This design comes from an exercise in tuning for small area, a short achievable clock period and few clock cycles per item on the open sky130 flow, not from production work.
Where RTL was checked, it was by simulation tests only, not by an equivalence proof against the original.
For runs 1, 2 and 7, only the layout was checked, not whether the RTL still works.
Power is estimated from default activity; no workload was simulated.

## flow/design.v

```verilog
package rrss_pkg;
  localparam int NUM_SLOTS  = 16;
  localparam int SLOT_W     = 4;
  localparam logic [7:0] TIME_SLICE_RST = 8'd16;
  localparam logic [1:0] ACT_TICK  = 2'd0;
  localparam logic [1:0] ACT_SLEEP = 2'd1;
  localparam logic [1:0] ACT_EXIT  = 2'd2;
  localparam logic [1:0] ACT_FORK  = 2'd3;
endpackage
module rrss_ctrl (
  input  logic        start,
  input  logic [17:0] item_i,
  input  logic        ne_i,        
  output logic        step_o,      
  output logic        sw_o,        
  output logic        tick_o,
  output logic        sleep_o,
  output logic        fork_o,      
  output logic        t1_o         
);
  logic [1:0]  act;
  logic [15:0] ticks;
  assign act   = item_i[17:16];
  assign ticks = item_i[15:0];
  assign tick_o  = (act == rrss_pkg::ACT_TICK);
  assign sleep_o = (act == rrss_pkg::ACT_SLEEP);
  assign fork_o  = start & (act == rrss_pkg::ACT_FORK);
  assign step_o  = start & (act != rrss_pkg::ACT_FORK) & ((act != rrss_pkg::ACT_SLEEP) | (|ticks));
  assign sw_o    = step_o & ~(tick_o & ne_i);
  assign t1_o    = (ticks == 16'd1);
endmodule
module rrss_datapath (
  input  logic [15:0]     blk_i,
  input  logic [15:0]     rdy_i,
  input  logic [16*16-1:0] wake_i,
  input  logic [15:0]     step_i,
  input  logic [15:0]     ticks_i,
  input  logic            k2_i,
  input  logic [3:0]      last_i,
  input  logic [3:0]      cur_i,
  input  logic [15:0]     above_i,
  input  logic [7:0]      slice_i,
  input  logic [7:0]      ts_i,
  output logic [15:0]     cd_blk_o,      
  output logic [15:0]     cd_rdy_o,
  output logic [15:0]     last_oh_o,
  output logic [15:0]     cur_oh_o,
  output logic [15:0]     found_oh_o,    
  output logic [15:0]     found_above_o,
  output logic [3:0]      found_idx_o,
  output logic            any_cand_o,
  output logic [15:0]     first_dead_o,
  output logic [3:0]      dead_idx_o,
  output logic            any_dead_o,
  output logic            ne_o,
  output logic [15:0]     step_inc_o,
  output logic [15:0]     wake_new_o,
  output logic [7:0]      slice_inc_o
);
  localparam int N = rrss_pkg::NUM_SLOTS;
  logic [N-1:0] due, cand, cand_hi, pre_hi, pre_all, first_hi, first_all, dead, pre_dead;
  logic         any_hi;
  assign step_inc_o  = step_i + 16'd1;
  assign wake_new_o  = step_i + ticks_i - 16'd1;
  assign slice_inc_o = slice_i + 8'd1;
  assign ne_o        = (slice_i != ts_i);
  always_comb begin
    for (int i = 0; i < N; i++) begin
      last_oh_o[i] = (last_i == 4'(i));
      cur_oh_o[i]  = (cur_i == 4'(i));
      due[i]       = last_oh_o[i] ? k2_i : (wake_i[16*i +: 16] == step_inc_o);
    end
  end
  assign cd_blk_o = blk_i & ~rdy_i;
  assign cd_rdy_o = rdy_i | (blk_i & due);
  assign cand    = rdy_i & ~16'b1;
  assign cand_hi = cand & above_i;
  assign dead    = ~blk_i & ~rdy_i;
  always_comb begin
    pre_hi[0]   = 1'b0;
    pre_all[0]  = 1'b0;
    pre_dead[0] = 1'b0;
    for (int i = 1; i < N; i++) begin
      pre_hi[i]   = pre_hi[i-1]   | cand_hi[i-1];
      pre_all[i]  = pre_all[i-1]  | cand[i-1];
      pre_dead[i] = pre_dead[i-1] | dead[i-1];
    end
  end
  assign first_hi     = cand_hi & ~pre_hi;
  assign first_all    = cand & ~pre_all;
  assign first_dead_o = dead & ~pre_dead;
  assign any_hi     = |cand_hi;
  assign any_cand_o = |cand;
  assign any_dead_o = |dead;
  assign found_oh_o    = any_hi ? first_hi : first_all;
  assign found_above_o = any_hi ? pre_hi : pre_all;
  always_comb begin
    found_idx_o = '0;
    dead_idx_o  = '0;
    for (int i = 0; i < N; i++) begin
      if (found_oh_o[i]) found_idx_o = found_idx_o | 4'(i);
      if (first_dead_o[i]) dead_idx_o = dead_idx_o | 4'(i);
    end
  end
endmodule
module round_robin_sleep_scheduler_unit (
  input  logic                clk_i,
  input  logic                rst_ni,
  input  logic                start,
  input  logic [17:0]         item_i,
  output logic                busy,
  input  logic                cfg_we_i,
  input  logic [7:0]          cfg_wdata_i,
  output logic                done_o,
  output logic [8:0]          result_o
);
  localparam int N = rrss_pkg::NUM_SLOTS;
  logic [N-1:0]    blk_q, rdy_q;
  logic [16*N-1:0] wake_q;
  logic [15:0]     step_q;
  logic [15:0]     ticks_q;
  logic            k2_q;
  logic [3:0]      last_q;
  logic [3:0]      cur_q;
  logic [N-1:0]    above_q;
  logic [7:0]      slice_q;
  logic [7:0]      ts_q;
  logic            done_q;
  logic [3:0]      new_slot_q;
  logic            failed_q;
  logic            step, sw, tick, sleep, fork_acc, t1, ne;
  logic [N-1:0]    cd_blk, cd_rdy, last_oh, cur_oh, found_oh, found_above, first_dead;
  logic [3:0]      found_idx, dead_idx;
  logic            any_cand, any_dead;
  logic [15:0]     step_inc, wake_new;
  logic [7:0]      slice_inc;
  logic [N-1:0]    pick_oh, pick_above;
  logic [3:0]      pick_idx;
  rrss_ctrl u_ctrl (
    .start   (start),
    .item_i  (item_i),
    .ne_i    (ne),
    .step_o  (step),
    .sw_o    (sw),
    .tick_o  (tick),
    .sleep_o (sleep),
    .fork_o  (fork_acc),
    .t1_o    (t1)
  );
  rrss_datapath u_dp (
    .blk_i         (blk_q),
    .rdy_i         (rdy_q),
    .wake_i        (wake_q),
    .step_i        (step_q),
    .ticks_i       (ticks_q),
    .k2_i          (k2_q),
    .last_i        (last_q),
    .cur_i         (cur_q),
    .above_i       (above_q),
    .slice_i       (slice_q),
    .ts_i          (ts_q),
    .cd_blk_o      (cd_blk),
    .cd_rdy_o      (cd_rdy),
    .last_oh_o     (last_oh),
    .cur_oh_o      (cur_oh),
    .found_oh_o    (found_oh),
    .found_above_o (found_above),
    .found_idx_o   (found_idx),
    .any_cand_o    (any_cand),
    .first_dead_o  (first_dead),
    .dead_idx_o    (dead_idx),
    .any_dead_o    (any_dead),
    .ne_o          (ne),
    .step_inc_o    (step_inc),
    .wake_new_o    (wake_new),
    .slice_inc_o   (slice_inc)
  );
  assign pick_oh    = any_cand ? found_oh : (tick ? cur_oh : 16'b1);
  assign pick_above = any_cand ? found_above : (tick ? above_q : ~16'b1);
  assign pick_idx   = any_cand ? found_idx : (tick ? cur_q : 4'd0);
  always_ff @(posedge clk_i or negedge rst_ni) begin
    if (!rst_ni) begin
      blk_q <= '0;
      rdy_q <= 16'b1;
    end else begin
      for (int i = 0; i < N; i++) begin
        if (step) begin
          if (sw & pick_oh[i]) begin
            blk_q[i] <= 1'b1;
            rdy_q[i] <= 1'b0;
          end else if (cur_oh[i]) begin
            blk_q[i] <= sleep | ~sw;
            rdy_q[i] <= (tick & sw) | (sleep & t1);
          end else begin
            blk_q[i] <= cd_blk[i];
            rdy_q[i] <= cd_rdy[i];
          end
        end else if (fork_acc & first_dead[i]) begin
          rdy_q[i] <= 1'b1;
        end
      end
      blk_q[0] <= 1'b0;
      if (step) begin
        if (sw & pick_oh[0]) begin
          rdy_q[0] <= 1'b1;
        end else if (cur_oh[0]) begin
          rdy_q[0] <= ~(sleep | tick) ? 1'b0 : 1'b1;
        end
      end
    end
  end
  always_ff @(posedge clk_i) begin
    ticks_q <= item_i[15:0];
    k2_q    <= (item_i[15:0] == 16'd2);
    for (int i = 0; i < N; i++) begin
      if (last_oh[i]) wake_q[16*i +: 16] <= wake_new;
    end
  end
  always_ff @(posedge clk_i or negedge rst_ni) begin
    if (!rst_ni) begin
      step_q   <= '0;
      last_q   <= '0;
      cur_q    <= '0;
      above_q  <= ~16'b1;
      slice_q  <= '0;
      ts_q     <= rrss_pkg::TIME_SLICE_RST;
      done_q   <= 1'b0;
    end else begin
      if (cfg_we_i) ts_q <= cfg_wdata_i;
      if (step) step_q <= step_inc;
      last_q <= cur_q;
      if (sw) begin
        cur_q    <= pick_idx;
        above_q  <= pick_above;
        slice_q  <= 8'd1;
      end else if (step) begin
        slice_q <= slice_inc;
      end
      done_q <= start;
    end
  end
  always_ff @(posedge clk_i) begin
    if (start) begin
      new_slot_q <= (fork_acc & any_dead) ? dead_idx : 4'd0;
      failed_q   <= fork_acc & ~any_dead;
    end
  end
  assign busy     = 1'b0;
  assign done_o   = done_q;
  assign result_o = {cur_q, new_slot_q, failed_q};
endmodule
```

## flow/run.sh

```bash
#!/bin/bash
# synth_recipe.tcl (not shown) runs the flow's synth.tcl, then flattens the netlist and writes it again
# the make line also repeats each setting of config.mk as NAME=value (left out here)
make -C /OpenROAD-flow-scripts/flow DESIGN_CONFIG=/design/flow/config.mk WORK_HOME=/design/flow/orfs CLKGATE_MAP_FILE= SYNTH_SCRIPT=/design/flow/synth_recipe.tcl finish
```

## flow/config.mk

```make
export PLATFORM = sky130hd
export DESIGN_NAME = round_robin_sleep_scheduler_unit
export DESIGN_NICKNAME = round_robin_sleep_scheduler_unit
export VERILOG_FILES = /design/flow/design.v
export SDC_FILE = /design/flow/constraint.sdc
export NUM_CORES = 4
export LEC_CHECK = 0
export ABC_AREA = 1
export CAP_MARGIN = 20
export CORE_MARGIN = 2
export CORE_UTILIZATION = 50
export SETUP_SLACK_MARGIN = 5
export SLEW_MARGIN = 20
```

## flow/constraint.sdc

```tcl
create_clock -name core_clock -period 8.0 [get_ports {clk_i}]
set_input_delay 1.6000 -clock core_clock [delete_from_list [all_inputs] [get_ports {clk_i}]]
set_output_delay 1.6000 -clock core_clock [all_outputs]
set_load 0.01 [all_outputs]
```

==> run summary, run 1 <==
In the final timing run, aggregate negative setup slack is 0 ns. The register clock-pin slew on the reported worst setup and hold paths is approximately 0.060 ns. The flow ran to the end and the layout has no timing, DRC or antenna violations. The critical path launch point is step_q[3]. In the layout the commonest cells are 522 x sky130_fd_sc_hd__nand2_1, 276 x sky130_fd_sc_hd__inv_1, 245 x sky130_fd_sc_hd__edfxtp_1. For this block, the initial DRC count from the detailed router was 1228. The total number of placement rows came out at between 70 and 80. In this run the standard cell core region covers 37400 µm². The register-to-register setup slack came out at 5.06 ns.

From bottom edge to top edge, the die measures 198 µm. The net total in the final layout is between 2000 and 2500. The count of final hold-check violations is 0. The number of synthesized register bits came out at around 350.

The number of instances in the synthesized netlist is roughly 2100. The port buffer count came out at 39. The part of the Yosys area used for sequential elements came out at between 50 and 60%.

The instance count on the critical path came out at 14. The post-placement setup slack came out at around 2.5 ns. The count of maximum capacitance violations came out at 0. The number of clock buffers inserted by TritonCTS is 39. The timing-limited maximum frequency is about 0.34 GHz.

After synthesis, the mean cell area works out to between 8 and 9 µm². The peak supply drop is 0.321 mV. The post-synthesis instance area came out at about 19000 µm². The class of the tightest hold or removal check is flop to flop. The number of global-route vias before repair is approximately 14000. The number of setup violations in the final report is 0. The worst register-to-register path begins at step_q[3].

The number of sinks driven by the clock tree is around 350. The cell depth of the worst flop-to-flop path is 14. The worst slew margin relative to its limit came out at a little over a third. The worst setup path is of the flop to flop kind. The final routed DRC violation total is 0.

Data on the critical path is required at its endpoint by roughly 8.3 ns. The smallest setup slack after layout came out at ~5 ns. The areal power density over the cells is 377 nW/µm². In this run the worst setup path terminates at wake_q[60]. The delay contributed by the slowest stage of the critical path came out at between 0.4 and 0.5 ns. The library cell used most frequently in the layout, excluding fill and tap cells, is sky130_fd_sc_hd__nand2_1. The maximum number of pins on one net before global-route repair came out at between 60 and 70. The sum of buffers and inverters on the critical path is 3.

The aggregate routed wire length came out at about 54000 µm. The static leakage is between 9 and 10 nW. The clock latency reported for the late side of the worst-skew pair came out at ~0.58 ns. The post-route fraction of the period consumed by the critical path is between 30% and 40%. Cells with a size suffix above 1 make up 16.1% of the layout. The worst clock skew is approximately 0.028 ns. The number of antenna violations at the first check in global routing was 0. The post-layout minimum cycle time is 2.94 ns.

The area added between synthesis and finish came out at 19.3%. The per-cell via count in the routed design came out at 5.32. The final number of max-transition violations is 0. The number of routed nets with antenna violations came out at 0. The pin slew with the least headroom to its limit is just under 1 ns. For this run, the detailed router's first-pass iteration total came to 5.

Setup repair after global routing could not meet its margin everywhere. The global-route total usage across every layer is a little over a quarter. The clock passes through at most 3 buffers. The wire length of the first global-routing pass came out at around 80000 µm. In this run the worst path has a maximum fanout of 15. The total grt overflow is 0. The cell that appears most often on the critical path is sky130_fd_sc_hd__nand3_1.

The number of distinct library cell variants in the gate-level netlist after synthesis came out at 64. The endpoint identified for the worst register-to-register timing path is wake_q[60]. The die covers approximately 40000 µm².

The detailed-route wire length per cell is 19.4 µm. The worst setup path is launched from a flop. In the synthesized netlist the async set-or-reset flop fraction comes to between 20% and 30%. The detailed router placed ~15000 vias in this run. In this run, synthesis inferred roughly 250 flip-flops with an integrated enable. In the synthesized netlist the dominant register cell turns out to be sky130_fd_sc_hd__edfxtp_1. The number of top-level pins came out at 41. Yosys printed 2 warnings. The chip width came out at around 200 µm. The worst setup path is captured at a flop.

The half-perimeter wire length of the detailed placement result came out at ~36000 µm. The congestion estimate from routability-driven global placement came to 0.914. The cell family contributing the most delay on the critical path is compound AO/OA/AOI/OAI gates. The signal arrival time at the worst endpoint is 3.25 ns. The initial utilization of the core area, before any placement, comes to between 50% and 60%. The signal on the critical path passes through inv_2, ha_1, inv_1, ha_2, nand3_1, nand3_1, a21oi_1, o21ai_2, a21boi_4, o21ai_2, nand3_1, nand2_2, xor2_4, buf_12. In this run the clock root is driven by a sky130_fd_sc_hd__clkbuf_16. The maximum level of the CTS H-tree came out at 2. The clock tree from TritonCTS is done. The highest-delay cell along the critical path is sky130_fd_sc_hd__dfrtp_1.
[where the power goes]
| part | switching, mW | internal [mW] | leakage, nW | total [mW] |
|---|---|---|---|---|
| Sequential | 0.296 | 2.80 | 3.42 | 3.10 |
| Combinational | 2.28 | 1.13 | 5.48 | 3.41 |
| Clock | 0.765 | 1.18 | 0.668 | 1.94 |
[final cells by class]
cell class                      instances  area [µm²]
Fill cell                            3220       15000
Sequential cell                       349        9900
Timing Repair Buffer                  124        1170
Antenna cell                            1        2.50
Inverter                              288        1120
Clock inverter                         18         307
Clock buffer                           54        1070
Timing Repair inverter                  3        31.3
Multi-Input combinational cell       1436        8190
Tap cell                              511         639
[stage by stage]
stage	hold WS, ns	std cells	util [%]	cell area [µm²]	total power [mW]
2_1_floorplan	0.447	2120	-	18800	5.14
3_3_place_gp	0.459	2644	53.0	19800	6.13
3_5_place_dp	0.463	2644	53.0	19800	6.19
4_1_cts	0.471	2755	58.5	21900	8.26
5_1_grt	0.483	2783	60.0	22400	8.97
6_report	0.468	2784	60.0	22400	8.45
[worst register-to-register path, cell delays in order, from the launching register on]
cell and delay (ns):
sky130_fd_sc_hd__dfrtp_1 0.41, sky130_fd_sc_hd__inv_2 0.09, sky130_fd_sc_hd__ha_1 0.28, sky130_fd_sc_hd__inv_1 0.04
sky130_fd_sc_hd__ha_2 0.39, sky130_fd_sc_hd__nand3_1 0.10, sky130_fd_sc_hd__nand3_1 0.12, sky130_fd_sc_hd__a21oi_1 0.09
sky130_fd_sc_hd__o21ai_2 0.30, sky130_fd_sc_hd__a21boi_4 0.13, sky130_fd_sc_hd__o21ai_2 0.21, sky130_fd_sc_hd__nand3_1 0.14
sky130_fd_sc_hd__nand2_2 0.13, sky130_fd_sc_hd__xor2_4 0.08, sky130_fd_sc_hd__buf_12 0.16
[state kept, by name, indices dropped and copies added, names as in the netlist, 4 cells and up]
signal / cells
ticks_q: 16
cur_q: 4
ts_q: 8
step_q: 16
above_q: 15
wake_q: 240
blk_q: 15
rdy_q: 16
slice_q: 8
new_slot_q: 4
last_q: 4
[cell families (layout without fill, tap and decap cells)]
logic type               after synthesis  after routing  share of synthesized area [%]
XOR/XNOR                             149            149                           7.41
buffers and inverters                339            487                           7.26
AO/OA/AOI/OAI                        180            180                           5.43
adder cells (fa/ha/maj)               32             32                           2.17
AND/OR/NAND/NOR                     1067           1071                           24.9
multiplexers                           3              3                          0.180
flip-flops                           349            349                           52.6
other                                  1              2                         0.0199
[cells in the mapped netlist, drive strengths merged (4+ instances only)]
master	n	area share, %
nor2	234	5.1
o22ai	4	0.13
o21a	8	0.32
a21oi	35	0.97
ha	31	2.1
xnor2	53	2.5
dfrtp	70	9.3
nor4	5	0.17
o211ai	4	0.16
or2	44	1.5
nand3b	12	0.48
dfxtp	17	1.8
inv	287	5.7
clkbuf	17	0.34
o21ai	106	2.9
nand2	565	12
dfstp	17	2.4
nor3	32	0.99
nand4	38	1.3
buf	34	1.2
nand3	127	3.4
xor2	94	4.7
and3	7	0.23
edfxtp	245	39
[how the worst min path moves through the flow]
stage / start / end / slack (ns) / cells past startpoint
finish: above_q[7] / above_q[7] / 0.47 / 2
global route: above_q[7] / above_q[7] / 0.48 / 2
CTS: above_q[7] / above_q[7] / 0.47 / 2
detailed placement: above_q[7] / above_q[7] / 0.46 / 2
global placement: above_q[7] / above_q[7] / 0.46 / 2
floorplan: above_q[14] / above_q[14] / 0.45 / 2
[metal layers]
layer | share of wire [%] | up-vias | GRT usage (%)
met2 | 43 | 513 | 39.7
met3 | 8.2 | 63 | 6.39
met1 | 46 | 7110 | 41.2
met4 | 2.1 | 0 | 7.18
li1 | - | 7116 | -
met5 | 0 | - | 0
[timing repair]
| item | CTS | global route |
|---|---|---|
| cloned | 7 | 4 |
| resized for setup | 108 | 90 |
| pin swaps | 22 | 28 |
| endpoints found under the setup margin | 204 | 152 |
| endpoints found under the hold margin | 0 | 0 |
| hold buffers | 0 | 0 |
| setup buffers | 32 | 24 |
==> run 2: changes to the inputs <==
--- a/flow/config.mk
+++ b/flow/config.mk
@@ -12,2 +12,3 @@
 export SETUP_SLACK_MARGIN = 5
 export SLEW_MARGIN = 20
+export SYNTH_HIERARCHICAL = 1
==> run 2 against run 1 <==
Against the previous run:
- still clean on timing, DRC and antenna
- critical path depth fell by 1
- wire length rose by 7.1%
- area after synthesis rose by 10%
- clock skew fell by 0.011 ns
- total power fell by 12%
- combinational power fell by 24%
- register-to-register slack got worse by 0.03 ns
- clock-buffer cell count rose by 3
- utilization fell by 1.8 points
- critical endpoint is now wake_q[29]
- largest power group is now sequential cells
==> run summary, run 2 <==
The critical path goes through inv_1, ha_1, inv_1, ha_1, inv_1, fa_2, nor3_2, nor2_2, o21ai_1, a21boi_2, o21ai_2, xor2_2, buf_12. The cell that appears most often on the critical path is sky130_fd_sc_hd__inv_1. The critical path startpoint category is a flop. The number of sinks driven by the clock tree is about 370. The count of maximum capacitance violations is 0. The detailed-route wire length per cell came out at approximately 19 µm.

The areal power density over the cells came out at approximately 310 nW/µm². The post-route fraction of the period consumed by the critical path came out at approximately 37%. The pin slew with the least headroom to its limit is 0.988 ns.

The number of cells in the finished layout apart from fillers came out at ~3000. The first global-routing pass estimated 88200 µm of wire. Cells fill 58.2% of the core in the end. Across all hold checks on the routed design, the worst slack comes to roughly 0.49 ns. The DRC marker count from the first detailed-route iteration came out at ~1300. The cell family contributing the most delay on the critical path is adder cells. The chip width is roughly 210 µm. Timing would allow up to approximately 0.34 GHz. Port buffering added 39 buffers. The starting density of the core came out at 50.7%. Among all stages on the critical path, the largest delay is contributed by sky130_fd_sc_hd__dfrtp_1. More flip-flops sit in one register than any other, and that register is wake_q. STA classifies the critical path endpoint as a flop.

The delay contributed by the slowest stage of the critical path came out at 0.44 ns. The core region area came out at between 40000 and 50000 µm². The sum of buffers and inverters on the critical path came out at 4. After routing, the total negative slack on setup checks comes to 0 ns. The run finished with no timing, DRC or antenna violations. For this run, the total global-route usage over all layers was measured as 26.9%. The post-layout minimum cycle time is 2.97 ns. Once detailed placement completed, the half-perimeter wirelength came to 38600 µm. In the synthesized netlist, the number of instances is between 2000 and 2500. Wires add up to ~58000 µm. Setup violations remaining at the end of the flow were counted as 0. The worst slew margin relative to its limit came out at 33.9%.

Compared with the post-synthesis result, the final layout area differs by 14.9%. Clock tree synthesis inserted a total of 43 buffers. The clock tree from TritonCTS is done. Routability-driven placement finished with a final weighted congestion of roughly 0.91. For the worst-skew pair, the clock arrives at the later sink with an insertion delay of 0.58 ns. During I/O placement, the number of pins put on the boundary was 41. The signal arrival time at the worst endpoint came out at 3.29 ns. Setup repair after global routing could not meet its margin everywhere.

The number of routed nets with antenna violations came out at 0. The area of the die is ~43000 µm². The worst-case clock buffer depth is 3.

The peak supply drop came out at 0.221 mV. Total power for the finished layout comes to 7.46 mW. The total grt overflow came out at 0. The final number of max-transition violations is 0. After clock tree synthesis, the flow added hold-fix buffers numbering 0.

The worst setup path is of the flop to flop kind. The register with the most flip-flops in the layout has around 260 of them. The synthesized area divided by synthesized cell count came out at around 8.5 µm². The biggest fanout along the worst timing path came out at 16. The post-synthesis instance area is approximately 21000 µm².

The per-cell via count in the routed design is 5.21. After detailed routing, the number of remaining DRC violations is 0. Leaving out fill and tap cells, the most frequent cell in the layout is sky130_fd_sc_hd__nand2_1. The maximum level of the CTS H-tree is 2. The number of global-route vias before repair is 15152.

The count of placed standard cells including taps came out at roughly 3000. The antenna diode count came out at 0. The total of warnings raised by yosys is 8. The top cell types in the final layout, fill and taps aside, are 684 x sky130_fd_sc_hd__nand2_1, 353 x sky130_fd_sc_hd__inv_1, 262 x sky130_fd_sc_hd__nor2_1. The total number of placement rows came out at 74. The register clock-pin slew on the reported worst setup and hold paths came out at 0.06 ns. Clock tree synthesis selected as its root buffer the cell sky130_fd_sc_hd__clkbuf_16. At the worst endpoint, the required time is between 8 and 9 ns. The static leakage is between 10 and 15 nW.

The min-delay analysis places its worst path in the category flop to flop. The via total after detailed routing is about 16000. The count of final hold-check violations came out at 0. The number of iterations in the first detailed-routing pass is 5. The chip height came out at slightly above 200 µm. The worst clock skew came out at about 0.017 ns. The fraction of layout instances using a drive strength above 1 is 13.7%. Entering global routing, the biggest net connects 73 pins. The number of antenna violations at the first check in global routing is 0. The net total in the final layout came out at 2576.
run 2: routing by layer:
layer | wire, µm | share of wire (%) | GRT usage [%]
met2 | 26900 | 47 | 43.5
met3 | 4450 | 7.7 | 5.93
met1 | 24800 | 43 | 36.3
met4 | 1610 | 2.8 | 7.83
met5 | 0 | 0 | 0
run 2: worst paths after layout:
path | end | cells past startpoint | start | slack (ns)
max | wake_q[29] | 13 | step_q[1] | 5.03
min in group asynchronous | blk_q[13] | 1 | rst_ni | 0.89
max reg2reg | wake_q[29] | 13 | step_q[1] | 5.03
min | last_q[1] | 0 | cur_q[1] | 0.49
min reg2reg | last_q[1] | 0 | cur_q[1] | 0.49
max in group asynchronous | step_q[0] | 2 | rst_ni | 6.03
run 2: timing repair:
item,4_1_cts,5_1_grt
setup buffers,17,16
cloned,3,1
pin swaps,9,14
gates resized for setup,74,56
endpoints found under the setup margin,302,162
run 2: per-stage QoR:
step / worst slack (ns) / instance area, µm²
detailed placement: 3.43 / 21600
global placement: 3.49 / 21600
global route: 4.89 / 23800
CTS: 4.84 / 23400
floorplan: 5.06 / 20700
finish: 5.03 / 23800
run 2: area by class of cell:
cell class / count / area [µm²]
clock buffers: 57 / 1160
clock inverters: 22 / 199
fillers: 3580 / 17100
inverters: 364 / 1380
multi-input cells: 1641 / 8990
flip-flops and latches: 365 / 10400
well taps: 532 / 666
repair buffers: 99 / 990
run 2: power by group:
part,leakage (nW),internal [mW],switching [mW]
Combinational,6.65,0.841,1.75
Sequential,3.57,2.68,0.265
Clock,0.666,1.12,0.804
==> run 3: changes to the inputs <==
--- a/flow/design.v
+++ b/flow/design.v
@@ -38,5 +38,4 @@
   input  logic            k2_i,
   input  logic [3:0]      last_i,
-  input  logic [3:0]      cur_i,
   input  logic [15:0]     above_i,
   input  logic [7:0]      slice_i,
@@ -62,5 +61,5 @@
   logic         any_hi;
   assign step_inc_o  = step_i + 16'd1;
-  assign wake_new_o  = step_i + ticks_i - 16'd1;
+  assign wake_new_o  = step_i + ticks_i - 16'd2;
   assign slice_inc_o = slice_i + 8'd1;
   assign ne_o        = (slice_i != ts_i);
@@ -68,6 +67,6 @@
     for (int i = 0; i < N; i++) begin
       last_oh_o[i] = (last_i == 4'(i));
-      cur_oh_o[i]  = (cur_i == 4'(i));
-      due[i]       = last_oh_o[i] ? k2_i : (wake_i[16*i +: 16] == step_inc_o);
+      cur_oh_o[i]  = ~above_i[i] & ((i == N-1) | above_i[(i+1) % N]);
+      due[i]       = last_oh_o[i] ? k2_i : (wake_i[16*i +: 16] == step_i);
     end
   end
@@ -156,5 +155,4 @@
     .k2_i          (k2_q),
     .last_i        (last_q),
-    .cur_i         (cur_q),
     .above_i       (above_q),
     .slice_i       (slice_q),
--- a/flow/config.mk
+++ b/flow/config.mk
@@ -7,4 +7,5 @@
 export LEC_CHECK = 0
 export ABC_AREA = 1
+export ABC_CLOCK_PERIOD_IN_PS = 8000
 export CAP_MARGIN = 20
 export CORE_MARGIN = 2
@@ -12,3 +13,2 @@
 export SETUP_SLACK_MARGIN = 5
 export SLEW_MARGIN = 20
-export SYNTH_HIERARCHICAL = 1
==> run 3 against run 2 <==
Against the previous run:
- utilization rose by 0.95 points
- clock power fell by 8%
- cell count fell by 13%
- total power rose by 6.9%
- area after synthesis fell by 11%
- wire length fell by 3.3%
- die area fell by 11%
- worst setup slack improved by 0.056 ns
- sequential share of layout area rose by 2.2 points
- design area fell by 9.3%
- largest cell class unchanged
- largest power group is now combinational logic
- highest routed layer unchanged
==> run summary, run 3 <==
Sorting the synthesized cells by how often they occur yields 553 x sky130_fd_sc_hd__nand2_1, 270 x sky130_fd_sc_hd__nor2_1, 247 x sky130_fd_sc_hd__inv_1. The number of sinks driven by the clock tree came out at ~350. The antenna diode count is 0. The number of synthesized register bits came out at 349. After detailed routing, the number of vias per cell comes to ~5.5. Clock-pin slew was measured on the worst setup and hold paths at roughly 0.06 ns. The clock latency reported for the late side of the worst-skew pair came out at between 0.5 and 0.6 ns. Sorting the synthesized cells by area gives the leading types as sky130_fd_sc_hd__edfxtp_1 40%, sky130_fd_sc_hd__nand2_1 11%, sky130_fd_sc_hd__dfrtp_1 9.5%. Measured against its own limit, the worst slew margin works out to 32.2%. Yosys printed 2 warnings.

By startpoint and endpoint, the worst setup path is classified as input pin to flop. The total chip power came out at approximately 8 mW. The peak supply drop came out at 0.237 mV. The post-synthesis instance area came out at roughly 18000 µm². The number of instances in the synthesized netlist came out at a little over 2000. The number of clock buffers inserted by TritonCTS came out at 39.

More flip-flops sit in one register than any other, and that register is wake_q. Each instance of the synthesized netlist takes up on average 8.89 µm². The port buffer count came out at 39. The portion of synthesized cell area occupied by the leading cell type is between 40% and 50%. The number of antenna violations at the first check in global routing is 0. The required time of the worst setup path came out at approximately 8.4 ns. The maximum number of pins on one net before global-route repair came out at 56.

The run finished with no timing, DRC or antenna violations. Data on the critical path arrives at its endpoint at 3.35 ns. The die is slightly below 200 µm wide. The worst-case clock buffer depth is 3. The core region area is between 30000 and 40000 µm². With fillers left out, the area of the finished cells amounts to 21600 µm².

The class of the tightest hold or removal check is flop to flop. In the layout the commonest cells are 543 x sky130_fd_sc_hd__nand2_1, 264 x sky130_fd_sc_hd__nor2_1, 245 x sky130_fd_sc_hd__edfxtp_1. The most repeated cell in the gate-level netlist after synthesis is sky130_fd_sc_hd__nand2_1. The area added between synthesis and finish came out at 17.3%. The fraction of layout instances using a drive strength above 1 came out at about 12%. The number of distinct library cell variants in the gate-level netlist after synthesis came out at between 50 and 60. The count of final hold-check violations is 0. Derived from the worst setup path, the maximum achievable clock frequency is around 0.34 GHz.

The aggregate negative setup slack is 0 ns. The final route contains ~15000 vias. Pin placement for this block handled 41 I/O pins. The register with the most flip-flops in the layout has between 200 and 250 of them.

The post-layout minimum cycle time came out at 2.92 ns. The smallest setup slack after layout is 5.08 ns. The number of global-route vias before repair is 14076. The H-tree was split into 2 levels. The post-placement setup slack is 2.93 ns. The clock tree from TritonCTS is done. The final number of max-transition violations was 0. Across every metal layer, demand over resource in global routing totals 29.7%. The part of the Yosys area used for sequential elements is 53.8%. The buffer cell driving the clock tree root is sky130_fd_sc_hd__clkbuf_16. The pin slew with the least headroom to its limit came out at 1.02 ns.

The category of the worst setup path capture point is a flop. Summed over all layers, the routed wires come to between 50000 and 60000 µm. The library cell used most frequently in the layout, excluding fill and tap cells, is sky130_fd_sc_hd__nand2_1. The most used flip-flop cell after synthesis is sky130_fd_sc_hd__edfxtp_1. The static leakage came out at roughly 9.5 nW. The number of flops mapped to enable cells by yosys came out at 245. The detail route stage leaves a number of antenna-violating nets equal to 0. The detailed-route wire length per cell came out at approximately 21 µm. The half-perimeter wire length of the detailed placement result came out at 36700 µm. Power spread over the standard cell area amounts to 370 nW/µm². The worst clock skew is roughly 0.019 ns.

The area after detailed placement is between 15000 and 20000 µm². The starting density of the core is 50.5%. The final routed DRC violation total is 0. The biggest fanout along the worst timing path is 20.

The number of iterations in the first detailed-routing pass is 6. The count of maximum capacitance violations came out at 0. Setup violations remaining at the end of the flow were counted as 0.

The biggest area contributor in the post-synthesis netlist is sky130_fd_sc_hd__edfxtp_1. Counting flops with an async set or reset pin after synthesis yields a share of about a quarter. STA classifies the critical path startpoint as an input pin. The DRC marker count from the first detailed-route iteration came out at around 1500. The total number of placement rows is 70. Of the available clock period, the critical path in the final layout requires between 30% and 40%. The register-to-register setup slack is around 5.2 ns. The net total in the final layout is about 2200. The wire length of the first global-routing pass is about 84000 µm. After global routing the overflow that remains totals 0.

The post-layout utilization of the core is roughly three fifths. Routability-driven placement finished with a final weighted congestion of roughly 0.93. The area of the die is around 38000 µm². Setup repair after global routing could not meet its margin everywhere. The chip height is between 150 and 200 µm.
-- run 3: final timing paths --
| kind | cells past startpoint | startpoint | to |
|---|---|---|---|
| worst max-delay path | 13 | item_i[1] | blk_q[7] |
| worst min-delay path | 0 | cur_q[2] | last_q[2] |
| worst max register to register | 14 | step_q[1] | wake_q[47] |
| worst min register to register | 0 | cur_q[2] | last_q[2] |
| max in group asynchronous | 2 | rst_ni | cur_q[3] |
| min in group asynchronous | 1 | rst_ni | done_q |
-- run 3: what timing repair did --
action                                  in CTS  in global routing
gates resized for setup                     94                 59
buffers inserted                            15                 15
gates cloned                                 5                  2
endpoints found under the setup margin     276                171
pin swaps                                   11                 14
hold buffers                                 0                  0
hold endpoints to repair                     0                  0
-- run 3: layout make-up --
type	count	area, µm²
inverter	263	1070
multi-input combinational	1406	7630
fill	3250	14900
timing repair buffer	111	1120
clock buffer	49	1050
clock inverter	22	199
sequential	349	9900
tap	468	586
timing repair inverter	1	8.76
-- run 3: report_power, final --
part           total (mW)  internal (mW)  switching, mW
logic                3.19          0.969           2.22
registers            3.02           2.73          0.287
clock network        1.77           1.03          0.739
-- run 3: per-layer routing --
metal | track usage [%] | up-vias | part of all wire (%)
met1 | 42.9 | 7042 | 45
met3 | 5.67 | 89 | 8.6
met5 | 0 | - | 0
met4 | 8.00 | 0 | 2.1
met2 | 46.2 | 582 | 45
li1 | - | 6863 | -
-- run 3: worst max-delay path: stages --
cell and delay [ns]:
sky130_fd_sc_hd__clkdlybuf4s50_1 0.49, sky130_fd_sc_hd__inv_1 0.08, sky130_fd_sc_hd__nand3_2 0.09, sky130_fd_sc_hd__nor2_2 0.04, sky130_fd_sc_hd__nand3_2 0.07, sky130_fd_sc_hd__nand2_2 0.07, sky130_fd_sc_hd__buf_12 0.16, sky130_fd_sc_hd__inv_16 0.10
sky130_fd_sc_hd__nand3b_1 0.14, sky130_fd_sc_hd__buf_6 0.15, sky130_fd_sc_hd__buf_8 0.13, sky130_fd_sc_hd__a21oi_1 0.13, sky130_fd_sc_hd__o21ai_1 0.08
-- run 3: kinds of logic after synthesis --
| logic type | Yosys count | share of synthesized area (%) |
|---|---|---|
| fa+ha+maj | 32 | 2.22 |
| compound gates | 169 | 4.95 |
| flops | 349 | 53.8 |
| buf+inv | 317 | 6.96 |
| mux | 4 | 0.245 |
| other cells | 1 | 0.0204 |
| xor+xnor | 181 | 8.62 |
| simple gates | 1016 | 23.2 |
-- run 3: per-stage QoR --
stage / hold WS, ns / instances
6_report: 0.471 / 2669
5_1_grt: 0.474 / 2669
3_3_place_gp: 0.500 / 2561
3_5_place_dp: 0.505 / 2561
4_1_cts: 0.468 / 2652
2_1_floorplan: 0.435 / 2069
Testbench counts of run 3, summed over its fixed seeds: cycles 8,000, items 8,000.
==> run 4: changes to the inputs <==
--- a/flow/config.mk
+++ b/flow/config.mk
@@ -7,5 +7,4 @@
 export LEC_CHECK = 0
 export ABC_AREA = 1
-export ABC_CLOCK_PERIOD_IN_PS = 8000
 export CAP_MARGIN = 20
 export CORE_MARGIN = 2
==> run 4 against run 3 <==
Against the previous run:
- die area stayed put
- wire length stayed put
- first-iteration DRC count stayed put
- register-to-register slack hardly changed
==> run summary, run 4 <==
The DRC marker count from the first detailed-route iteration came out at roughly 1500. STA classifies the critical path endpoint as a flop. In this run the tightest slew margin relative to its limit is about a third. The area growth from synthesis to layout is 17.3%. The quantity of hold-fixing buffers added after cts came out at 0.

The number of iterations in the first detailed-routing pass is 6. The pin slew with the least headroom to its limit is a little over 1 ns. The final number of max-transition violations came out at 0.

The total of warnings raised by yosys came out at 2. The wire length of the first global-routing pass is between 80000 and 90000 µm. Routability-driven placement finished with a final weighted congestion of around 0.93. The clock tree from TritonCTS is done.

Entering global routing, the biggest net connects 56 pins. The core region area came out at around 36000 µm². Averaged over all synthesized cells, the footprint is 8.89 µm². By count the netlist is led by 553 x sky130_fd_sc_hd__nand2_1, 270 x sky130_fd_sc_hd__nor2_1, 247 x sky130_fd_sc_hd__inv_1.

The starting density of the core is 50.5%. The global-route total usage across every layer came out at between 20 and 30%. The number of antenna violations at the first check in global routing came out at 0.

The worst-case clock buffer depth came out at 3. The cell repeated most along the worst path is sky130_fd_sc_hd__nand3_2. The maximum level of the CTS H-tree is 2. The chip height is roughly 200 µm. The count of final hold-check violations came out at 0. The flip-flop count of the largest register after layout came out at 240. The flow ran to the end and the layout has no timing, DRC or antenna violations. The part of the Yosys area used for sequential elements came out at between 50 and 60%. The register containing the most flip-flops in the final layout is wake_q. The number of instances in the synthesized netlist came out at about 2100. Dividing the detail-routed wire length by the instance count gives between 20 and 25 µm.

The portion of synthesized cell area occupied by the leading cell type is 40.0%. The post-placement setup slack came out at roughly 3 ns. The number of global-route vias before repair came to between 10000 and 15000. On the critical path, the stage with the largest delay is an instance of sky130_fd_sc_hd__clkdlybuf4s50_1. The signal on the critical path passes through clkdlybuf4s50_1, inv_1, nand3_2, nor2_2, nand3_2, nand2_2, buf_12, inv_16, nand3b_1, buf_6, buf_8, a21oi_1, o21ai_1. Setup repair after global routing could not meet its margin everywhere.

Counting every sink on the clock net gives about 350. After synthesis the cells add up to between 15000 and 20000 µm². The number of setup violations in the final report is 0. The number of top-level pins is between 40 and 50. Of all flip-flops after synthesis, the portion carrying an async set or reset was about a quarter.

The post-route netlist has ~12% of its cells at a drive strength greater than 1. The smallest setup slack after layout came out at approximately 5 ns. In this run the remaining antenna-violating nets after routing total 0.

The type of the setup path with the least slack is input pin to flop. The area of the die came out at between 30000 and 40000 µm². The net total in the final layout came out at around 2200. The biggest fanout along the worst timing path came out at 20. The signal arrival time at the worst endpoint came out at 3.35 ns. The per-cell via count in the routed design is 5.46.

The number of flops mapped to enable cells by yosys came out at ~250. The post-layout minimum cycle time is about 2.9 ns. The total area of multi-input combinational cells is 7630 µm². For this run, the leading register cell type out of synthesis is sky130_fd_sc_hd__edfxtp_1. During placement, the flow inserted port buffers numbering 39.

The total number of placement rows came out at 70. The worst clock skew came out at 0.0193 ns. Leaving out fill and tap cells, the most frequent cell in the layout is sky130_fd_sc_hd__nand2_1. The register clock-pin slew on the reported worst setup and hold paths is 0.06 ns.

The critical path contains buffers and inverters numbering 6 combined. The chip width is 196 µm. VDD sags by at most ~0.24 mV. The top cell types in the final layout, fill and taps aside, are 543 x sky130_fd_sc_hd__nand2_1, 264 x sky130_fd_sc_hd__nor2_1, 245 x sky130_fd_sc_hd__edfxtp_1. The aggregate negative setup slack came out at 0 ns. The routed layout has 14576 vias. The clock latency reported for the late side of the worst-skew pair came out at between 0.5 and 0.6 ns.

The required time of the worst setup path came out at 8.44 ns. The worst setup path is launched from an input pin. The number of distinct library cell variants in the gate-level netlist after synthesis is 57. Clock tree synthesis selected as its root buffer the cell sky130_fd_sc_hd__clkbuf_16. The half-perimeter wire length of the detailed placement result came out at around 37000 µm. Of the available clock period, the critical path in the final layout requires a little over a third. The count of maximum capacitance violations came out at 0. In the post-synthesis netlist, the biggest area contributors are sky130_fd_sc_hd__edfxtp_1 40%, sky130_fd_sc_hd__nand2_1 11%, sky130_fd_sc_hd__dfrtp_1 9.5%. The delay contributed by the slowest stage of the critical path came out at a little under 0.5 ns.

The cell family contributing the most delay on the critical path is buffers and inverters. For this run, design rule violations remaining after detail routing come to 0. The timing-limited maximum frequency came out at approximately 0.34 GHz. The areal power density over the cells is about 370 nW/µm². Of all cell types, the one taking the most synthesized area is sky130_fd_sc_hd__edfxtp_1.

The static leakage came out at between 9 and 10 nW. The number of fill cells in the layout is 3250. The number of clock buffers inserted by TritonCTS came out at 39.

The antenna diode count came out at 0. The aggregate routed wire length is between 50000 and 60000 µm. The storage element area came out at a little under 10000 µm². The path class of the tightest hold or removal check is flop to flop. sky130_fd_sc_hd__nand2_1 is the most common cell in the netlist. The total grt overflow is 0.

The synthesized design contains ~350 register bits.
## run 4: cell counts after synthesis
Identical to the previous run, type by type.
## run 4: repair_timing
item	CTS	global route
setup buffers	15	15
gates cloned	5	2
pin swaps	11	14
gates resized for setup	94	59
endpoints found under the setup margin	276	171
## run 4: final cells by class
| class | count | share of cell area, % |
|---|---|---|
| multi-input combinational | 1406 | 35.4 |
| timing repair buffer | 111 | 5.18 |
| sequential | 349 | 45.9 |
| clock buffer | 49 | 4.89 |
| timing repair inverter | 1 | 0.0406 |
| inverter | 263 | 4.94 |
| clock inverter | 22 | 0.923 |
| tap | 468 | 2.72 |
## run 4: per-stage QoR
stage                     cells  power [mW]  hold slack (ns)  area [µm²]  utilization, %
after CTS                  2652        7.85            0.468       21200            58.3
after detailed placement   2561        5.86            0.505       19400            53.4
final                      2669        7.97            0.471       21600            59.2
after floorplan            2069        4.68            0.435       18400               -
after global placement     2561        5.82            0.500       19400            53.3
after global routing       2669        8.37            0.474       21600            59.2
## run 4: kinds of logic after synthesis
family          synth area share (%)
buf+inv                         6.96
compound gates                  4.95
flops                           53.8
simple gates                    23.2
mux                            0.245
fa+ha+maj                       2.22
other cells                   0.0204
xor+xnor                        8.62
## run 4: final timing paths
path / from / end / slack, ns / cells past startpoint
worst min-delay path: cur_q[2] / last_q[2] / 0.47 / 0
worst min register to register: cur_q[2] / last_q[2] / 0.47 / 0
worst max register to register: step_q[1] / wake_q[47] / 5.15 / 14
max in group asynchronous: rst_ni / cur_q[3] / 5.82 / 2
worst max-delay path: item_i[1] / blk_q[7] / 5.08 / 13
min in group asynchronous: rst_ni / done_q / 1.00 / 1
## run 4: per-layer routing
| layer | global-route usage [%] | wire length, µm | vias to the layer above |
|---|---|---|---|
| met5 | 0 | 0 | - |
| met4 | 8.00 | 1170 | 0 |
| li1 | - | - | 6863 |
| met1 | 42.9 | 25000 | 7042 |
| met2 | 46.2 | 24900 | 582 |
| met3 | 5.67 | 4790 | 89 |
## run 4: power by group
part	internal (mW)	leakage, nW	total, mW	switching, mW
registers	2.73	3.39	3.02	0.287
logic	0.969	5.47	3.19	2.22
clock network	1.03	0.616	1.77	0.739
total	4.73	9.47	7.97	3.25
## run 4: worst reg2reg max path, delay by kind of cell, from the launching register on
family          cells  cell delay, ns
compound gates      3            0.49
xor+xnor            1            0.10
fa+ha+maj           3            0.87
buf+inv             5            0.48
flops               1            0.37
simple gates        2            0.28
==> run 5: changes to the inputs <==
--- a/flow/config.mk
+++ b/flow/config.mk
@@ -9,5 +9,5 @@
 export CAP_MARGIN = 20
 export CORE_MARGIN = 2
-export CORE_UTILIZATION = 50
+export CORE_UTILIZATION = 65
 export SETUP_SLACK_MARGIN = 5
 export SLEW_MARGIN = 20
==> run 5 against run 4 <==
Against the previous run:
- clock skew increased by 0.0048 ns
- sequential cell count unchanged
- first-iteration DRC count increased by 22%
- area after synthesis unchanged
- clock power fell by 3%
- die area decreased by 23%
- still clean
- utilization rose by 18 points
- clock-buffer cell count increased by 7
- maximum frequency down 5.3%
- non-clock buffer count up 12
==> run summary, run 5 <==
The flow ran to the end and the layout has no timing, DRC or antenna violations. The number of distinct library cell variants in the gate-level netlist after synthesis is 57. The flip-flop count of the largest register after layout came out at between 200 and 250. Row generation in the floorplan step produced ~60 rows. The core region area came out at between 20000 and 30000 µm². The area added between synthesis and finish came out at 16.9%. The required time of the worst setup path came out at around 8.3 ns. The longest clock path from root to sink contains 3 buffers. After clock tree synthesis, the clock-pin slew on the worst setup and hold paths is ~0.060 ns. The post-layout minimum cycle time is 3.08 ns. For this block, the via count after detailed routing is around 15000. The aggregate negative setup slack came out at 0 ns.

Walking the worst path, the cells encountered are clkinv_2, ha_1, inv_1, ha_1, a21oi_2, a21boi_0, nand2_1, a21oi_4, o21ai_2, xor2_4, buf_4. The number of synthesized register bits is 349. The timing-limited maximum frequency came out at between 0.3 and 0.4 GHz. The launching point of the worst reg2reg path is step_q[8].

The fraction of layout instances using a drive strength above 1 came out at a little under an eighth. The cell repeated most along the worst path is sky130_fd_sc_hd__ha_1. The static leakage came out at 9.59 nW. The number of routed nets with antenna violations came out at 0. The class of the tightest hold or removal check is flop to flop. The worst setup path is launched from a flop. The count of final hold-check violations is 0.

The total of warnings raised by yosys is 2. The final number of max-transition violations came out at 0. The smallest setup slack after layout came out at 4.92 ns. The floorplan step defined a die boundary enclosing a little under 30000 µm². The count of maximum capacitance violations came out at 0. For this run, the leading register cell type out of synthesis is sky130_fd_sc_hd__edfxtp_1. The part of the Yosys area used for sequential elements is between 50% and 60%. The worst slew margin relative to its limit came out at 42.2%. The number of setup violations in the final report came out at 0. The quantity of hold-fixing buffers added after cts is 0. The net total in the final layout is 2245. At the placement stage, the worst setup path has a slack of just over 3 ns. The number of clock buffers inserted by TritonCTS is 38. Among all stages on the critical path, the largest delay is contributed by sky130_fd_sc_hd__ha_1. The number of sinks driven by the clock tree is roughly 350.

Global routing finished with a remaining overflow of 0. The portion of synthesized cell area occupied by the leading cell type came out at between 40% and 50%. The startpoint of the most critical hold path is cur_q[2]. Once the floorplan was initialized, standard cells occupied 66.2% of the core. At the worst endpoint, the arrival time is 3.37 ns.

Across the routed clock network, the largest skew measured is 0.0241 ns. The areal power density over the cells came out at 368 nW/µm². Yosys mapped a number of flops with a built-in enable equal to around 250.

Detailed placement ended at an HPWL of 33400 µm. Counting instances in the post-synthesis netlist gives the leading cell types as 553 x sky130_fd_sc_hd__nand2_1, 270 x sky130_fd_sc_hd__nor2_1, 247 x sky130_fd_sc_hd__inv_1. Routability-driven placement finished with a final weighted congestion of roughly 0.90. The final layout contains routed wiring with a total length of roughly 55000 µm. In this run the worst path has a maximum fanout of 8. The clock latency reported for the late side of the worst-skew pair came out at 0.54 ns. The post-layout utilization of the core is around 77%. TritonCTS built the clock tree. The DRC marker count from the first detailed-route iteration is between 1500 and 2000.

The first detailed-routing pass took 6 iterations. The critical path launch point is step_q[8]. The delay contributed by the slowest stage of the critical path is around 0.40 ns. Measured along the y axis, the die boundary spans between 150 and 200 µm. The first global-routing pass estimated approximately 80000 µm of wire.

The sum of buffers and inverters on the critical path is 3. The final routed DRC violation total came out at 0. The kind of cell with the highest combined delay along the critical path is compound AO/OA/AOI/OAI gates. In the layout the commonest cells are 546 x sky130_fd_sc_hd__nand2_1, 265 x sky130_fd_sc_hd__nor2_1, 245 x sky130_fd_sc_hd__edfxtp_1. The synthesized area divided by synthesized cell count is 8.89 µm². The per-cell via count in the routed design is ~5.9. In this run the clock root is driven by a sky130_fd_sc_hd__clkbuf_16. The chip width came out at approximately 170 µm. Of all cell types, the one taking the most synthesized area is sky130_fd_sc_hd__edfxtp_1. The maximum number of pins on one net before global-route repair is 48. For this design the top-level I/O count stands at 41.

The post-synthesis instance area came out at 18400 µm². The maximum level of the CTS H-tree is 2. By instance count, the leading cell after synthesis is sky130_fd_sc_hd__nand2_1.

By area the synthesized netlist is led by sky130_fd_sc_hd__edfxtp_1 40%, sky130_fd_sc_hd__nand2_1 11%, sky130_fd_sc_hd__dfrtp_1 9.5%. The worst setup path is captured at a flop. 0 antenna diodes ended up in the layout.

The most frequent standard cell in the layout excluding fill and tap cells is sky130_fd_sc_hd__nand2_1. The number of antenna violations at the first check in global routing came out at 0. IR analysis of the VDD net gives a maximum drop of 0.626 mV. The cell count after synthesis came out at between 2000 and 2500. The pin slew with the least headroom to its limit came out at just under 0.9 ns. The register containing the most flip-flops in the final layout is wake_q. The global-route total usage across every layer is between 30 and 40%.

The fraction of registers with async set/reset is 24.9%. The port buffer count is 39. By startpoint and endpoint, the worst setup path is classified as flop to flop. The number of global-route vias before repair was around 14000. The detailed-route wire length per cell is 21.1 µm. Setup repair after global routing could not meet its margin everywhere. The post-route fraction of the period consumed by the critical path is about two fifths.
==> run 5: changes by cell type in the layout (fill, tap and decap cells not counted), moves of 4 or more <==
| cell | before | now |
|---|---|---|
| sky130_fd_sc_hd__clkbuf_1 | 6 | 14 |
| sky130_fd_sc_hd__dfrtp_2 | 5 | 1 |
| sky130_fd_sc_hd__buf_4 | 56 | 66 |
| sky130_fd_sc_hd__dlygate4sd2_1 | 13 | 6 |
| sky130_fd_sc_hd__dlymetal6s2s_1 | 8 | 19 |
| sky130_fd_sc_hd__clkinv_8 | 4 | 0 |
| sky130_fd_sc_hd__clkdlybuf4s50_1 | 17 | 12 |
==> run 5: cells by family after synthesis <==
family / Yosys count / share of synthesized area (%)
buffers and inverters: 317 / 6.96
AO/OA/AOI/OAI: 169 / 4.95
flip-flops: 349 / 53.8
adder cells (fa/ha/maj): 32 / 2.22
AND/OR/NAND/NOR: 1016 / 23.2
other: 1 / 0.0204
XOR/XNOR: 181 / 8.62
multiplexers: 4 / 0.245
==> run 5: metal layers <==
layer,GRT usage (%),share of wire [%],vias to the layer above
met2,58.0,46,970
met1,50.1,39,7179
met4,14.1,4.0,0
met5,0,0,-
met3,7.80,12,157
li1,-,-,6895
==> run 5: area by class of cell <==
class	instances	area [µm²]
clock buffers	56	1070
clock inverters	12	121
fillers	1899	6300
inverters	263	1030
multi-input cells	1406	7620
flip-flops and latches	349	9900
well taps	378	473
repair buffers	123	1250
repair inverters	2	17.5
==> run 5: stage by stage <==
stage	hold WS [ns]	instance area [µm²]	power, mW	instances
2_1_floorplan	0.435	18400	4.68	2069
3_3_place_gp	0.385	19300	5.66	2469
3_5_place_dp	0.388	19300	5.73	2469
4_1_cts	0.398	21000	7.59	2567
5_1_grt	0.419	21500	8.22	2589
6_report	0.393	21500	7.90	2589
==> run 5: power breakdown <==
group          total [mW]  switching [mW]  internal [mW]
logic                3.19            2.19           1.00
registers            2.99           0.269           2.73
clock network        1.71           0.720          0.995
total                7.90            3.18           4.72
==> run 5: path summary, 6_finish.rpt <==
check                                    to  slack, ns  depth (start not counted)
worst max-delay path            wake_q[157]       4.92                         11
worst min-delay path              last_q[2]       0.39                          0
worst max register to register  wake_q[157]       4.92                         11
worst min register to register    last_q[2]       0.39                          0
max in group asynchronous           ts_q[3]       5.79                          2
min in group asynchronous        step_q[12]       1.08                          1
==> run 5: timing repair <==
item | in CTS | in global routing
endpoints found under the setup margin | 241 | 182
pin swaps | 16 | 24
setup buffers | 23 | 21
cloned | 7 | 1
gates resized for setup | 66 | 66
==> run 6: changes to the inputs <==
==> flow/flow/run.sh (new file) <==
#!/bin/bash
set -euo pipefail
export SETUP_SLACK_MARGIN=5.5
bash standard.sh > standard_flow.log 2>&1
==> flow/standard.sh (new file) <==
#!/bin/bash
# synth_recipe.tcl (not shown) runs the flow's synth.tcl, then flattens the netlist and writes it again
# the make line also repeats each setting of config.mk as NAME=value (left out here)
make -C /OpenROAD-flow-scripts/flow DESIGN_CONFIG=/design/flow/config.mk WORK_HOME=/design/flow/orfs CLKGATE_MAP_FILE= SYNTH_SCRIPT=/design/flow/synth_recipe.tcl "${@:-finish}"
--- a/flow/config.mk
+++ b/flow/config.mk
@@ -9,5 +9,4 @@
 export CAP_MARGIN = 20
 export CORE_MARGIN = 2
-export CORE_UTILIZATION = 65
-export SETUP_SLACK_MARGIN = 5
+export CORE_UTILIZATION = 50
 export SLEW_MARGIN = 20
removed: flow/run.sh
==> run 6 against run 5 <==
Against the previous run:
- still clean
- critical path depth is 2 higher
- non-clock buffer count is 67 higher
- wire length is 5.5% higher
- design area is 9.0% higher
- clock power is 7% higher
- maximum frequency is 13% higher
- sequential power hardly changed
- clock-buffer cell count is 1 higher
- register-to-register slack better by 0.36 ns
- utilization is 13 points lower
- clock skew is 0.0084 ns lower
==> run summary, run 6 <==
The run finished with no timing, DRC or antenna violations. The smallest setup slack after layout is approximately 5.3 ns. The maximum number of pins on one net before global-route repair is ~60. In the layout the commonest cells are 514 x sky130_fd_sc_hd__nand2_1, 257 x sky130_fd_sc_hd__nor2_1, 245 x sky130_fd_sc_hd__edfxtp_1. The sequential group share of total power came out at between 30% and 40%. The total number of placement rows is 70. The finished cells cover 23400 µm².

The maximum level of the CTS H-tree came out at 2. Yosys attributes the largest share of cell area to sky130_fd_sc_hd__edfxtp_1 40%, sky130_fd_sc_hd__nand2_1 11%, sky130_fd_sc_hd__dfrtp_1 9.5%. Across the VDD grid, the largest voltage drop is between 0.4 and 0.5 mV. The fraction of registers with async set/reset is about a quarter. The synthesized area divided by synthesized cell count came out at slightly below 9 µm². The register containing the most flip-flops in the final layout is wake_q. For this run, the number of Yosys warnings is 2. The total grt overflow is 0. The area after detailed placement came out at between 15000 and 20000 µm².

The half-perimeter wire length of the detailed placement result came out at roughly 34000 µm. The chip width is about 200 µm. The aggregate routed wire length is a little under 60000 µm. The number of top-level pins came out at 41. The aggregate negative setup slack came out at 0 ns. The clock tree from TritonCTS is done. The worst setup path is of the flop to flop kind.

The worst slew margin relative to its limit is 37.7%. For the worst-skew pair, the clock arrives at the later sink with an insertion delay of roughly 0.57 ns. The final number of max-transition violations is 0. The wire length of the first global-routing pass is 84800 µm.

The part of the Yosys area used for sequential elements is between 50% and 60%. The areal power density over the cells is 369 nW/µm². In this run, the number of DRC markers left after iteration 0 of detailed routing was about 1400. The post-synthesis instance area is roughly 18000 µm².

From synthesis to final layout, the design area changed by 27.3%. The chip height came out at between 150 and 200 µm. The class of the tightest hold or removal check is flop to flop.

Before antenna repair, the detailed router went through 6 iterations. The antenna diode count came out at 0. The area of the die is 38300 µm². The prevailing post-synth register cell is sky130_fd_sc_hd__edfxtp_1.

The number of routed nets with antenna violations came out at 0. The post-layout minimum cycle time is around 2.7 ns. The final weighted congestion in routability-driven placement is between 0.9 and 1. Synthesis inferred approximately 350 register bits.

The net total in the final layout is roughly 2300. The number of distinct library cell variants in the gate-level netlist after synthesis came out at 57. The final route contains 15070 vias. In this run the clock root is driven by a sky130_fd_sc_hd__clkbuf_16.

Once the floorplan was initialized, standard cells occupied 50.5% of the core. Setup repair after global routing could not meet its margin everywhere. The core region area is ~36000 µm².

The worst clock skew is roughly 0.016 ns. The count of maximum capacitance violations is 0. Internal power comes to just over 5 mW. The post-placement setup slack is just under 3 ns. The timing-limited maximum frequency is ~0.37 GHz. The port buffer count is 39. The most frequent standard cell in the layout excluding fill and tap cells is sky130_fd_sc_hd__nand2_1. The portion of synthesized cell area occupied by the leading cell type came out at between 40% and 50%. The post-route fraction of the period consumed by the critical path came out at about a third.

Net switching is about two fifths of the power. The pin slew with the least headroom to its limit is ~0.93 ns. STA classifies the critical path startpoint as a flop. For this run, design rule violations remaining after detail routing come to 0.

Setup violations remaining at the end of the flow were counted as 0. The net switching power of the design came out at approximately 3.5 mW. The number of antenna violations at the first check in global routing is 1. The largest total area in the synthesized netlist belongs to sky130_fd_sc_hd__edfxtp_1. The count of final hold-check violations came out at 0. The number of instances in the synthesized netlist came out at 2069.

The number of clock buffers inserted by TritonCTS is 41. The signal arrival time at the worst endpoint is between 3 and 4 ns. The commonest cells after synthesis are 553 x sky130_fd_sc_hd__nand2_1, 270 x sky130_fd_sc_hd__nor2_1, 247 x sky130_fd_sc_hd__inv_1. The most common cell in the synthesized netlist is sky130_fd_sc_hd__nand2_1. The register with the most flip-flops in the layout has 240 of them.

The global-route total usage across every layer is between 20% and 30%. Cells with a size suffix above 1 make up a little over a fifth of the layout. The static leakage came out at 10.2 nW. The detailed-route wire length per cell came out at 20.9 µm. Of the total power, the clock network draws 21.2%. The combinational share of power came out at between 40% and 50%.

STA classifies the critical path endpoint as a flop. The cell depth of the worst min-delay path is 2. The per-cell via count in the routed design is around 5.5. The number of global-route vias before repair is about 14000. The cell depth of the worst flop-to-flop path came out at 13. The number of sinks driven by the clock tree is 349. The register clock-pin slew on the reported worst setup and hold paths came out at roughly 0.06 ns. The required time of the worst setup path is roughly 8.3 ns.

The worst-case clock buffer depth is 3. The number of flops mapped to enable cells by yosys is around 250. The biggest fanout along the worst timing path is 7.
## run 6: cell counts after synthesis
No cell type changed its count.
## run 6: what timing repair did
action                                  CTS  global route
gates resized for setup                 289           166
pin swaps                                57            49
hold buffers                              0             0
gates cloned                             11             5
endpoints found under the setup margin  284           190
setup buffers                            71            38
## run 6: cells by family (layout without fill, tap and decap cells)
kind of cell             after synthesis  in the layout  share of synthesized area [%]
buffers and inverters                317            534                           6.96
AO/OA/AOI/OAI                        169            169                           4.95
multiplexers                           4              4                          0.245
AND/OR/NAND/NOR                     1016           1019                           23.2
adder cells (fa/ha/maj)               32             32                           2.22
XOR/XNOR                             181            181                           8.62
other                                  1              1                         0.0204
flip-flops                           349            349                           53.8
## run 6: area by class of cell
type,instances,area [µm²]
clock buffers,57,1160
clock inverters,19,150
fillers,2932,13000
inverters,263,1110
multi-input cells,1406,8400
flip-flops and latches,349,9910
well taps,468,586
repair buffers,190,2040
repair inverters,5,52.6
## run 6: worst paths after layout
path / from / endpoint / slack [ns]
max in group asynchronous: rst_ni / cur_q[2] / 5.76
setup / recovery: step_q[4] / wake_q[79] / 5.28
min in group asynchronous: rst_ni / rdy_q[15] / 0.99
hold / removal: above_q[6] / above_q[6] / 0.51
hold reg to reg: above_q[6] / above_q[6] / 0.51
setup reg to reg: step_q[4] / wake_q[79] / 5.28
## run 6: power by group through the flow
stage / Combinational [mW] / Clock, mW / Sequential [mW]
final: 3.82 / 1.83 / 2.99
after CTS: 3.51 / 1.85 / 2.98
after detailed placement: 2.79 / 0 / 3.04
after global routing: 4.11 / 1.92 / 3.03
after floorplan: 1.81 / 0 / 2.93
after global placement: 2.76 / 0 / 3.03
## run 6: critical path: stages, from the launching register on
cell and delay (ns):
sky130_fd_sc_hd__dfrtp_1 0.37, sky130_fd_sc_hd__buf_12 0.12, sky130_fd_sc_hd__clkinvlp_4 0.19, sky130_fd_sc_hd__ha_4 0.33
sky130_fd_sc_hd__inv_2 0.04, sky130_fd_sc_hd__ha_4 0.29, sky130_fd_sc_hd__nand2_1 0.11, sky130_fd_sc_hd__o21ai_4 0.17
sky130_fd_sc_hd__a21oi_2 0.10, sky130_fd_sc_hd__o21ai_4 0.16, sky130_fd_sc_hd__nand4_1 0.12, sky130_fd_sc_hd__nand2_2 0.14
sky130_fd_sc_hd__xnor2_4 0.13, sky130_fd_sc_hd__buf_12 0.19
## run 6: per-layer routing
metal / vias to the layer above / part of all wire [%] / GRT usage (%)
met3: 110 / 9.4 / 6.69
li1: 7043 / - / -
met5: - / 0 / 0
met2: 666 / 45 / 46.9
met4: 0 / 3.1 / 10.3
met1: 7251 / 42 / 41.2
## run 6: per-stage QoR
stage | hold WS (ns) | power, mW | util (%) | std cells
global route | 0.527 | 9.06 | 64.3 | 2757
finish | 0.508 | 8.64 | 64.3 | 2757
floorplan | 0.435 | 4.74 | - | 2069
CTS | 0.505 | 8.34 | 61.4 | 2714
global placement | 0.475 | 5.79 | 53.6 | 2556
detailed placement | 0.470 | 5.83 | 53.6 | 2556
==> run 7: changes to the inputs <==
--- a/flow/design.v
+++ b/flow/design.v
@@ -35,5 +35,5 @@
   input  logic [16*16-1:0] wake_i,
   input  logic [15:0]     step_i,
-  input  logic [15:0]     ticks_i,
+  input  logic [15:0]     ticks_i,       
   input  logic            k2_i,
   input  logic [3:0]      last_i,
@@ -61,5 +61,5 @@
   logic         any_hi;
   assign step_inc_o  = step_i + 16'd1;
-  assign wake_new_o  = step_i + ticks_i - 16'd2;
+  assign wake_new_o  = step_i + ticks_i;
   assign slice_inc_o = slice_i + 8'd1;
   assign ne_o        = (slice_i != ts_i);
@@ -209,5 +209,5 @@
   end
   always_ff @(posedge clk_i) begin
-    ticks_q <= item_i[15:0];
+    ticks_q <= item_i[15:0] - 16'd2;
     k2_q    <= (item_i[15:0] == 16'd2);
     for (int i = 0; i < N; i++) begin
==> flow/run.sh (new file) <==
#!/bin/bash
# synth_recipe.tcl (not shown) runs the flow's synth.tcl, then flattens the netlist and writes it again
# the make line also repeats each setting of config.mk as NAME=value (left out here)
make -C /OpenROAD-flow-scripts/flow DESIGN_CONFIG=/design/flow/config.mk WORK_HOME=/design/flow/orfs CLKGATE_MAP_FILE= SYNTH_SCRIPT=/design/flow/synth_recipe.tcl finish
--- a/flow/config.mk
+++ b/flow/config.mk
@@ -6,7 +6,7 @@
 export NUM_CORES = 4
 export LEC_CHECK = 0
-export ABC_AREA = 1
 export CAP_MARGIN = 20
 export CORE_MARGIN = 2
 export CORE_UTILIZATION = 50
+export SETUP_SLACK_MARGIN = 5
 export SLEW_MARGIN = 20
removed: flow/flow/run.sh
removed: flow/standard.sh
==> run 7 against run 6 <==
Against the previous run:
- clock power about the same
- sequential cell count unchanged
- maximum frequency down 16%
- combinational power down about 50%
- clock skew up 0.0059 ns
- total power down 25%
- worst setup slack worse by 0.50 ns
- register-to-register slack worse by 0.32 ns
- critical endpoint is now rdy_q[5]
- largest cell class unchanged
- highest routed layer unchanged
==> run summary, run 7 <==
The static leakage came out at 7.56 nW. 0 antenna diodes ended up in the layout. The signal on the critical path passes through buf_8, or4_4, nor3_4, nand4_4, a221oi_4, buf_4, buf_6, nor2b_2, a211o_1, o21ai_1. The worst setup path is captured at a flop. Of all cell types, the one taking the most synthesized area is sky130_fd_sc_hd__edfxtp_1.

In this run the deepest clock path goes through 3 buffers. The area added between synthesis and finish is 20.2%. The compound-cell area share of the yosys netlist is approximately 8.5%. Buffers placed on the I/O ports in this run total 39. TritonCTS created 40 clock buffers.

The final layout contains approximately 1600 nets. Together, buffers and inverters on the worst path number 3. The number of instances in the synthesized netlist came out at between 1000 and 1500. Derived from the worst setup path, the maximum achievable clock frequency is about 0.31 GHz. Power spread over the standard cell area amounts to 321 nW/µm². The total chip power came out at 6.50 mW. Summing all non-filler instances in the final layout gives an area of between 20000 and 25000 µm².

The maximum level of the CTS H-tree came out at 2. Once the floorplan was initialized, standard cells occupied between 50% and 60% of the core. The number of sinks driven by the clock tree is between 300 and 400.

The number of routed nets with antenna violations is 0. The number of global-route vias before repair was around 11000. The number of antenna violations at the first check in global routing is 1. In this run the vertical extent of the chip is 188 µm. By area the synthesized netlist is led by sky130_fd_sc_hd__edfxtp_1 44%, sky130_fd_sc_hd__dfrtp_1 10%, sky130_fd_sc_hd__xor2_1 7.9%. The chip width came out at about 190 µm. The critical path is of the input pin to flop type. In the layout the commonest cells are 245 x sky130_fd_sc_hd__edfxtp_1, 152 x sky130_fd_sc_hd__xor2_1, 124 x sky130_fd_sc_hd__xnor2_1. For this design, the slowest cell found on the critical path is sky130_fd_sc_hd__or4_4.

The worst register-to-register path has a depth of 7. The peak supply drop came out at 0.191 mV. The number of flops mapped to enable cells by yosys came out at about 250. The half-perimeter wire length of the detailed placement result came out at around 28000 µm. The prevailing post-synth register cell is sky130_fd_sc_hd__edfxtp_1.

The startpoint identified for the worst hold timing path is cur_q[1]. The library cell used most frequently in the layout, excluding fill and tap cells, is sky130_fd_sc_hd__edfxtp_1. Counting flops and latches in the post-synthesis netlist gives around 350.

The worst flop-to-flop path endpoint is cur_q[2]. The per-cell via count in the routed design is approximately 6.0. The clock latency reported for the late side of the worst-skew pair is between 0.5 and 0.6 ns. The clock tree from TritonCTS is done. The detailed-route wire length per cell came out at roughly 25 µm. Summing the areas of all fa, ha and maj instances in the mapped netlist gives ~1.5% of the synthesized area. In the synthesized netlist, the cells that appear most often are 245 x sky130_fd_sc_hd__edfxtp_1, 152 x sky130_fd_sc_hd__xor2_1, 134 x sky130_fd_sc_hd__xnor2_1. The post-layout minimum cycle time came out at 3.22 ns. Along the worst hold path, the cell count comes to 0. The required time of the worst setup path is around 8.5 ns. The flow ran to the end and the layout has no timing, DRC or antenna violations. The aggregate routed wire length is between 40000 and 50000 µm.
run 7: worst max path at each step:
stage,depth (start not counted),end,startpoint
6_report,10,rdy_q[5],item_i[7]
5_1_grt,8,rdy_q[11],item_i[7]
4_1_cts,8,rdy_q[11],item_i[6]
3_5_place_dp,8,blk_q[8],item_i[2]
3_3_place_gp,8,blk_q[10],item_i[2]
2_1_floorplan,7,rdy_q[11],item_i[2]
run 7: what timing repair did:
action                                 in CTS  in global routing
setup endpoints to repair                 178                133
pin swaps                                  24                 27
gates cloned                                3                  9
hold buffers                                0                  0
resized for setup                         110                 80
buffers inserted                           16                 23
endpoints found under the hold margin       0                  0
run 7: through the flow:
stage          instances  utilization [%]
5_1_grt             2005             60.7
3_5_place_dp        1883             53.9
4_1_cts             1973             59.1
6_report            2005             60.7
3_3_place_gp        1883             53.9
2_1_floorplan       1413                -
run 7: power breakdown:
| group | total, mW | internal (mW) | leakage (nW) | switching [mW] |
|---|---|---|---|---|
| logic | 1.92 | 0.685 | 3.49 | 1.24 |
| registers | 2.76 | 2.45 | 3.43 | 0.318 |
| clock network | 1.81 | 1.09 | 0.636 | 0.727 |
run 7: kinds of logic (layout without fill, tap and decap cells):
family	after synthesis	count (layout)
xor gates and xnor gates	286	286
muxes	12	12
AOI/OAI and AO/OA	230	232
other	1	1
and+or+nand+nor	430	431
DFF	349	349
buffers and inverters	86	227
adders and majority gates	19	19
run 7: area by class of cell:
class / instances / area (µm²)
Inverter: 22 / 82.6
Tap cell: 448 / 561
Timing Repair Buffer: 134 / 1330
Fill cell: 2703 / 13100
Multi-Input combinational cell: 981 / 7060
Sequential cell: 349 / 9900
Clock inverter: 9 / 121
Clock buffer: 62 / 1180
run 7: per-layer routing:
metal	part of all wire [%]	vias to the layer above	routed length, µm	global-route usage (%)
met4	1.9	0	954	7.03
li1	-	5397	-	-
met3	9.1	76	4500	3.84
met5	0	-	0	0
met1	43	5959	21300	40.5
met2	46	586	22500	43.1

Setup slack of run 7, layout unchanged: 4.777 ns with ideal ports, 4.783 ns with driving cells assumed (clock clkbuf_16, inputs buf_2), 4.198 ns with port delays also shifted by the 0.585 ns mid clock arrival.
